This is an optimization exercise on Yosys and OpenROAD, whose aim is small area and a short achievable clock period, not a production implementation.
In this exercise RTL edits were held to simulation tests only and were not proved equivalent to the original.

Setup of oak:
Design yuv_to_rgb_core, start of the top module:
module yuv_to_rgb_core (
	input  logic                CLOCK_50_I,
	input  logic                resetn,
	input  logic                pair_strobe,
	input  pixel_pkg::sample_t  y_even,
	input  pixel_pkg::sample_t  y_odd,
	input  pixel_pkg::sample_t  u_in,
	input  pixel_pkg::sample_t  v_in,
	output logic                rgb_strobe,
	output pixel_pkg::channel_t r_even,
	output pixel_pkg::channel_t g_even,
	output pixel_pkg::channel_t b_even,
	output pixel_pkg::channel_t r_odd,
	output pixel_pkg::channel_t g_odd,
	output pixel_pkg::channel_t b_odd
);
export LEC_CHECK = 0
export ABC_AREA = 1
export CAP_MARGIN = 20
export CORE_MARGIN = 2
export CORE_UTILIZATION = 40
export CTS_BUF_LIST = sky130_fd_sc_hd__clkbuf_8
export SLEW_MARGIN = 20
create_clock -name core_clock -period 11.5 [get_ports {CLOCK_50_I}]
standard.sh (not shown) runs the stock make flow with config.mk's settings and CLKGATE_MAP_FILE= SYNTH_SCRIPT=/design/flow/synth_recipe.tcl, a recipe that flattens the netlist after the stock synthesis.
==> flow/flow/run.sh <==
#!/bin/bash
# Standard layout, with one extra step between synthesis and floorplan:
# flow/polarity.py re-polarises the full-adder cells of the standard
# synthesis netlist to drop the inverters synthesis leaves between them.
# Each tool's output goes to a log of its own in this folder.
set -e
R=orfs/results/$FLOW_PLATFORM/yuv_to_rgb_core/base
bash standard.sh synth > 1_synth_std.log 2>&1
cp $R/1_2_yosys.v 1_2_yosys_std.v
python3 flow/polarity.py 1_2_yosys_std.v $R/1_2_yosys.v > polarity.log 2>&1
export SETUP_SLACK_MARGIN=7.9
export RECOVER_POWER=100
# Port buffers: a plain buffer rather than the delay cell buffer_ports picks
export BUFFER_PORTS_ARGS="-buffer_cell sky130_fd_sc_hd__buf_2"
bash standard.sh finish > finish.log 2>&1
==> flow/flow/polarity.py <==
#!/usr/bin/env python3
"""Re-polarise full adders in a flat Yosys netlist of sky130 cells.

A full adder is self-dual: FA(~a, ~b, ~c) = (~sum, ~cout).  Synthesis leaves
many inverters between adder cells; this pass chooses, for every fa cell,
whether it computes its signals true or complemented, so that as few nets as
possible need an inverter, then rebuilds the inverters.  The logic function
of every port and register input is unchanged.

usage: polarity.py IN.v OUT.v"""
import re
import sys

INV_RE = re.compile(r"^sky130_fd_sc_hd__inv_\d+$")
FA_RE = re.compile(r"^sky130_fd_sc_hd__fa_\d+$")
OUT_PINS = {"X", "Y", "Q", "Q_N", "SUM", "COUT", "HI", "LO", "GCLK"}

src = open(sys.argv[1]).read()

mod_start = src.index("module ")
body_start = src.index(";", mod_start) + 1
end_idx = src.rindex("endmodule")
header = src[:body_start]
body = src[body_start:end_idx]

# statements of the module body, split on ';' outside of parentheses is not
# needed: yosys writes one statement per ';'
stmts = [s for s in body.split(";")]
cell_re = re.compile(r"^\s*(sky130_fd_sc_hd__\w+)\s+(\S+)\s*\((.*)\)\s*$", re.S)
pin_re = re.compile(r"\.(\w+)\(\s*(.*?)\s*\)\s*(?:,|$)", re.S)

cells = []      # [type, name, {pin: net}]
other = []      # statements kept verbatim (declarations, assigns)
port_nets = set()
for s in stmts:
    st = s.strip()
    if not st:
        continue
    m = cell_re.match(st)
    if m:
        pins = {}
        for p, n in pin_re.findall(m.group(3)):
            pins[p] = n.strip()
        cells.append([m.group(1), m.group(2), pins])
    else:
        other.append(s)
        mm = re.match(r"^\s*(input|output|inout)\s+(\[[^\]]*\]\s*)?(.+)$", st, re.S)
        if mm:
            port_nets.add(mm.group(3).strip())

def base(net):
    # port 'foo' referenced as 'foo[3]'
    b = re.sub(r"\s*\[\d+\]$", "", net)
    return b

# nets named in assigns are left alone
assign_nets = set()
for s in other:
    if s.strip().startswith("assign"):
        for tok in re.findall(r"(\\\S+|[A-Za-z_][\w$.]*(?:\s*\[\d+\])?)", s.strip()[6:]):
            assign_nets.add(tok.strip())
            assign_nets.add(base(tok.strip()))

def fixed_net(net):
    return net in port_nets or base(net) in port_nets or net in assign_nets or base(net) in assign_nets

driver = {}
for ci, (t, name, pins) in enumerate(cells):
    for p, n in pins.items():
        if p in OUT_PINS:
            driver[n] = (ci, p)

# inverters that can be dissolved: input and output are plain internal nets
inv_of = {}   # output net -> input net
dissolve = set()
for ci, (t, name, pins) in enumerate(cells):
    if INV_RE.match(t) and "A" in pins and "Y" in pins and not fixed_net(pins["Y"]):
        inv_of[pins["Y"]] = pins["A"]
        dissolve.add(ci)

def root_of(net):
    par = 0
    seen = 0
    while net in inv_of and seen < 100:
        net = inv_of[net]
        par ^= 1
        seen += 1
    return net, par

# an adder whose output is a port or named in an assign keeps its polarity
fa_cells = [ci for ci, c in enumerate(cells) if FA_RE.match(c[0])
            and not any(fixed_net(n) for p, n in c[2].items() if p in OUT_PINS)]
is_fa = set(fa_cells)
fa_in = ("A", "B", "CIN")
fa_out = ("SUM", "COUT")

# consumer pins: (cell, pin) -> (root, parity)
cons = {}
for ci, (t, name, pins) in enumerate(cells):
    if ci in dissolve:
        continue
    for p, n in pins.items():
        if p in OUT_PINS:
            continue
        cons[(ci, p)] = root_of(n)
# inverters kept (fixed outputs) consume as normal cells: already covered

# polarity per fa cell
pol = {ci: 0 for ci in fa_cells}

def drv_pol(root):
    d = driver.get(root)
    if d and d[0] in is_fa:
        return pol[d[0]]
    return 0

# the FA outputs root nets: which roots does each FA drive
fa_roots = {ci: [cells[ci][2][p] for p in fa_out if p in cells[ci][2]] for ci in fa_cells}
root_cons = {}
for k, (r, par) in cons.items():
    root_cons.setdefault(r, []).append(k)

def need(k):
    ci, p = k
    r, par = cons[k]
    if ci in is_fa and p in fa_in:
        return par ^ pol[ci]
    return par

def root_cost(r):
    dp = drv_pol(r)
    for k in root_cons.get(r, []):
        if need(k) != dp:
            return 1
    return 0

def fa_touch(ci):
    rs = set(fa_roots[ci])
    for p in fa_in:
        if (ci, p) in cons:
            rs.add(cons[(ci, p)][0])
    return rs

def total():
    return sum(root_cost(r) for r in root_cons)

before = total()
touch = {ci: fa_touch(ci) for ci in fa_cells}


def delta(ci):
    rs = touch[ci]
    c0 = sum(root_cost(r) for r in rs)
    pol[ci] ^= 1
    c1 = sum(root_cost(r) for r in rs)
    pol[ci] ^= 1
    return c1 - c0


def descend():
    improved = True
    while improved:
        improved = False
        for ci in fa_cells:
            if delta(ci) < 0:
                pol[ci] ^= 1
                improved = True


# greedy descent, then annealing that accepts sideways and rare uphill moves
import random
rng = random.Random(1)
descend()
best_cost = total()
best = dict(pol)
cur = best_cost
temp = 1.0
for step in range(200000):
    ci = fa_cells[rng.randrange(len(fa_cells))]
    d = delta(ci)
    if d <= 0 or rng.random() < pow(2.718, -d / temp):
        pol[ci] ^= 1
        cur += d
        if cur < best_cost:
            best_cost = cur
            best = dict(pol)
    temp = max(0.05, 1.0 - step / 150000.0)
pol.update(best)
descend()
after = total()

# rebuild: FA polarity flip means its logical output root now carries the
# complement on the same net; every consumer pin gets the net or a shared
# inverter of it
new_inv = {}
out_cells = []
ninv = 0
def inv_net(r):
    global ninv
    if r not in new_inv:
        nm = f"_pol_n{ninv}_"
        new_inv[r] = nm
        ninv += 1
    return new_inv[r]

for ci, (t, name, pins) in enumerate(cells):
    if ci in dissolve:
        continue
    newpins = dict(pins)
    for p in pins:
        if p in OUT_PINS:
            continue
        r, par = cons[(ci, p)]
        if need((ci, p)) == drv_pol(r):
            newpins[p] = r
        else:
            newpins[p] = inv_net(r)
    out_cells.append((t, name, newpins))

def esc(n):
    # escaped identifiers end at white space
    return n + " " if n.startswith("\\") else n


lines = [header]
for s in other:
    lines.append(s + ";")
for r, nm in new_inv.items():
    lines.append(f"\n  wire {nm};")
for i, (r, nm) in enumerate(new_inv.items()):
    lines.append(f"\n  sky130_fd_sc_hd__inv_1 _pol_i{i}_ (\n    .A({esc(r)}),\n    .Y({nm})\n  );")
for t, name, pins in out_cells:
    pl = ",\n".join(f"    .{p}({esc(n)})" for p, n in pins.items())
    lines.append(f"\n  {t} {name} (\n{pl}\n  );")
lines.append("\nendmodule\n")
open(sys.argv[2], "w").write("".join(lines))
flipped = sum(pol.values())
sys.stderr.write(f"polarity: {len(fa_cells)} fa cells, {flipped} flipped; "
                 f"inverters {len(dissolve)} dissolved, {len(new_inv)} rebuilt "
                 f"(complemented nets {before} -> {after})\n")
Final checks on oak, whose flow otherwise completed, came back failing, citing max-capacitance violations, max-slew violations.
### oak -> pine
--- a/flow/flow/run.sh
+++ b/flow/flow/run.sh
@@ -12 +11,0 @@
-export RECOVER_POWER=100
--- a/flow/flow/polarity.py
+++ b/flow/flow/polarity.py
@@ -7,2 +7,3 @@
-possible need an inverter, then rebuilds the inverters.  The logic function
-of every port and register input is unchanged.
+possible need an inverter, then rebuilds the inverters.  A half adder whose
+two inputs both come complemented becomes an xor2 and a nor2 of the true
+inputs.  The logic function of every port and register input is unchanged.
@@ -129,0 +131,19 @@
+HA_RE = re.compile(r"^sky130_fd_sc_hd__ha_\d+$")
+ha_partner = {}
+for ci, (t, name, pins) in enumerate(cells):
+    if ci not in dissolve and HA_RE.match(t) and (ci, "A") in cons and (ci, "B") in cons:
+        ha_partner[(ci, "A")] = (ci, "B")
+        ha_partner[(ci, "B")] = (ci, "A")
+
+
+def mismatch(k):
+    return need(k) != drv_pol(cons[k][0])
+
+
+def free_pin(k):
+    # a half adder whose two inputs both come complemented becomes an xor2
+    # and a nor2 of the true inputs, of the same area: no inverter needed
+    q = ha_partner.get(k)
+    return q is not None and mismatch(q)
+
+
@@ -131 +150,0 @@
-    dp = drv_pol(r)
@@ -133 +152 @@
-        if need(k) != dp:
+        if mismatch(k) and not free_pin(k):
@@ -141,0 +161,6 @@
+    # roots feeding the other input of half adders that these roots feed
+    for r in list(rs):
+        for k in root_cons.get(r, []):
+            q = ha_partner.get(k)
+            if q is not None:
+                rs.add(cons[q][0])
@@ -205,0 +231 @@
+n_ha = 0
@@ -209,0 +236 @@
+    inverted = {}
@@ -217 +244,11 @@
-            newpins[p] = inv_net(r)
+            inverted[p] = r
+    if (ci, "A") in ha_partner and set(inverted) == {"A", "B"}:
+        a, b = inverted["A"], inverted["B"]
+        if "SUM" in pins:
+            out_cells.append(("sky130_fd_sc_hd__xor2_1", name + "_x", {"A": a, "B": b, "X": pins["SUM"]}))
+        if "COUT" in pins:
+            out_cells.append(("sky130_fd_sc_hd__nor2_1", name + "_n", {"A": a, "B": b, "Y": pins["COUT"]}))
+        n_ha += 1
+        continue
+    for p, r in inverted.items():
+        newpins[p] = inv_net(r)
@@ -237,0 +275 @@
+sys.stderr.write(f"polarity: {n_ha} half adders of complemented inputs made xor2 and nor2\n")
==> comparison <==
pine ended with every stage complete and zero timing, DRC or antenna violations. Critical path depth: pine vs oak up 12. Wire length deteriorates in pine relative to oak. Final weighted congestion in routability-driven placement in pine vs oak: up about 4.3%. Changes observed in pine relative to oak: final cell count +35, synthesized cell count rose 36, post-detailed-route via-to-cell ratio saw an increase.
Relative to pine, the following input files were edited for birch:
- CTS_CLUSTER_SIZE newly set to 25
- CTS_CLUSTER_DIAMETER newly set to 60
--- a/flow/flow/polarity.py
+++ b/flow/flow/polarity.py
@@ -7,3 +7,2 @@
-possible need an inverter, then rebuilds the inverters.  A half adder whose
-two inputs both come complemented becomes an xor2 and a nor2 of the true
-inputs.  The logic function of every port and register input is unchanged.
+possible need an inverter, then rebuilds the inverters.  The logic function
+of every port and register input is unchanged.
@@ -131,19 +129,0 @@
-HA_RE = re.compile(r"^sky130_fd_sc_hd__ha_\d+$")
-ha_partner = {}
-for ci, (t, name, pins) in enumerate(cells):
-    if ci not in dissolve and HA_RE.match(t) and (ci, "A") in cons and (ci, "B") in cons:
-        ha_partner[(ci, "A")] = (ci, "B")
-        ha_partner[(ci, "B")] = (ci, "A")
-
-
-def mismatch(k):
-    return need(k) != drv_pol(cons[k][0])
-
-
-def free_pin(k):
-    # a half adder whose two inputs both come complemented becomes an xor2
-    # and a nor2 of the true inputs, of the same area: no inverter needed
-    q = ha_partner.get(k)
-    return q is not None and mismatch(q)
-
-
@@ -150,0 +131 @@
+    dp = drv_pol(r)
@@ -152 +133 @@
-        if mismatch(k) and not free_pin(k):
+        if need(k) != dp:
@@ -161,6 +141,0 @@
-    # roots feeding the other input of half adders that these roots feed
-    for r in list(rs):
-        for k in root_cons.get(r, []):
-            q = ha_partner.get(k)
-            if q is not None:
-                rs.add(cons[q][0])
@@ -231 +205,0 @@
-n_ha = 0
@@ -236 +209,0 @@
-    inverted = {}
@@ -244,11 +217 @@
-            inverted[p] = r
-    if (ci, "A") in ha_partner and set(inverted) == {"A", "B"}:
-        a, b = inverted["A"], inverted["B"]
-        if "SUM" in pins:
-            out_cells.append(("sky130_fd_sc_hd__xor2_1", name + "_x", {"A": a, "B": b, "X": pins["SUM"]}))
-        if "COUT" in pins:
-            out_cells.append(("sky130_fd_sc_hd__nor2_1", name + "_n", {"A": a, "B": b, "Y": pins["COUT"]}))
-        n_ha += 1
-        continue
-    for p, r in inverted.items():
-        newpins[p] = inv_net(r)
+            newpins[p] = inv_net(r)
@@ -275 +237,0 @@
-sys.stderr.write(f"polarity: {n_ha} half adders of complemented inputs made xor2 and nor2\n")
--- outcome ---
- The flow did not stop early for birch: all stages ran, and the layout cleared the timing, design-rule and antenna checks.
- Looking at the reports, pine completed the entire flow and the layout it produced met the timing, design-rule and antenna checks.
- birch ended with less clock tree buffer count of the final layout than pine.
- Diff pine -> birch: length of routed met2 wiring has decreased; worst reg-to-reg path cell count has increased; via count has decreased; synthesized cell count has decreased.
- Looking at fill cell instance count of the final layout across birch and pine, the one that comes out higher is pine.
- Per the comparison of birch with pine, wire length of the first global-routing pass -4.3%, filler-free cell count of the finished design -86.
- Looking at setup slack, birch sits 0.050 ns above pine.
- birch does worse than pine on final hold slack.
Setup changes, birch to maple
- CTS_CLUSTER_DIAMETER removed (was 60)
- PLACE_DENSITY newly set to 0.7
- CORE_UTILIZATION changed from 40 to 55
- CTS_CLUSTER_SIZE removed (was 25)
==> results.txt <==
- No run among birch and maple stopped early or left any final violation; all are clean.
- Re first-pass GRT wire length: birch was lower than maple.
- Changes observed in maple relative to birch: register-to-register slack lost 0.02 ns, final routed wire length divided by cell count picked up an extra about 9%.
- Reported for birch and maple, number of top-level pins turned out identical to the last digit.
- The run showing the smaller least setup slack across all paths after layout is maple.
- Taking birch as 1.0, maple lands at 1.7 on clock buffer instance count of the final layout.
- Compare birch and maple | number of fill cells higher: birch


yuv_to_rgb_core again, from the RTL that the note above started with.
Settings: LEC_CHECK=0, ABC_AREA=1, CAP_MARGIN=20, CORE_MARGIN=2, CORE_UTILIZATION=40, CTS_BUF_LIST=sky130_fd_sc_hd__clkbuf_8, SLEW_MARGIN=20; clock period 11.5 ns.
==> flow/flow/run.sh <==
#!/bin/bash
# Standard layout, with one extra step between synthesis and floorplan:
# flow/polarity.py re-polarises the full-adder cells of the standard
# synthesis netlist to drop the inverters synthesis leaves between them.
# Each tool's output goes to a log of its own in this folder.
set -e
R=orfs/results/$FLOW_PLATFORM/yuv_to_rgb_core/base
bash standard.sh synth > 1_synth_std.log 2>&1
cp $R/1_2_yosys.v 1_2_yosys_std.v
python3 flow/polarity.py 1_2_yosys_std.v $R/1_2_yosys.v > polarity.log 2>&1
export SETUP_SLACK_MARGIN=7.9
# Port buffers: a plain buffer rather than the delay cell buffer_ports picks
export BUFFER_PORTS_ARGS="-buffer_cell sky130_fd_sc_hd__buf_2"
bash standard.sh finish > finish.log 2>&1
Other scripts of this flow, unchanged in this note and not shown: flow/flow/polarity.py
The first run ran to the end with no violations.
Edit:
--- a/flow/flow/run.sh
+++ b/flow/flow/run.sh
@@ -10,3 +10,3 @@
 python3 flow/polarity.py 1_2_yosys_std.v $R/1_2_yosys.v > polarity.log 2>&1
-export SETUP_SLACK_MARGIN=7.9
+export SETUP_SLACK_MARGIN=8.1
 # Port buffers: a plain buffer rather than the delay cell buffer_ports picks
=> First-iteration DRC count goes down by 13%. Wire length fell by 2.1%. Worst setup slack loses 0.13 ns. Area after synthesis does not change. Die area is unchanged. Cell area goes up by 1.2%. Cell count decreases by about 0.34%.
Edit:
--- a/flow/flow/run.sh
+++ b/flow/flow/run.sh
@@ -10,3 +10,3 @@
 python3 flow/polarity.py 1_2_yosys_std.v $R/1_2_yosys.v > polarity.log 2>&1
-export SETUP_SLACK_MARGIN=8.1
+export SETUP_SLACK_MARGIN=7.9
 # Port buffers: a plain buffer rather than the delay cell buffer_ports picks
Settings changed: CTS_BUF_LIST sky130_fd_sc_hd__clkbuf_8 to sky130_fd_sc_hd__clkbuf_4.
What happened: The changed run produced a clean layout; synthesized cell count does not change; design area hardly moves; count of clock-buffer cells in the layout goes up by 69; setup slack is better by 0.041 ns; register-to-register slack gains 0.04 ns; utilization is about the same.

## what the ideal ports hide
The flow's constraints put no driver on any port. The routed layouts listed below were extracted and timed again, unchanged, in two steps. Step 1, drivers: a clkbuf_16 drives CLOCK_50_I and a buf_2 each remaining input, both assumed. Step 2, shift: input delay + t, output delay - t, t = (earliest + latest rising clock arrival at the registers) / 2. This alone moves slack from input paths to output paths. Three values: no drivers, after step 1, after step 2; two values: the first two.
| run | t (ns) | setup WS [ns] | worst hold slack (ns) | latest minus earliest clock arrival (ns) |
|---|---|---|---|---|
| oak | 0.708 | 6.259 / 6.259 / 6.259 | 0.329 / 0.329 / 0.329 | 0.066 / 0.066 |
| pine | 0.720 | 7.792 / 7.792 / 7.607 | 0.338 / 0.338 / 0.338 | 0.046 / 0.046 |
| birch | 0.705 | 7.842 / 7.842 / 7.588 | 0.327 / 0.327 / 0.327 | 0.043 / 0.042 |
| maple | 0.722 | 7.824 / 7.824 / 7.560 | 0.338 / 0.338 / 0.338 | 0.041 / 0.041 |
| the first run of note 2 | 0.708 | 7.878 / 7.878 / 7.563 | 0.329 / 0.329 / 0.329 | 0.063 / 0.063 |
| the second run of note 2 | 0.688 | 7.746 / 7.746 / 7.690 | 0.318 / 0.318 / 0.318 | 0.049 / 0.049 |
| the third run of note 2 | 0.900 | 7.787 / 7.787 / 7.547 | 0.331 / 0.331 / 0.331 | 0.086 / 0.086 |
The setup slack of the first run of note 2, which loses most, moves by 0.000 ns with the drivers and by -0.315 ns with both steps.
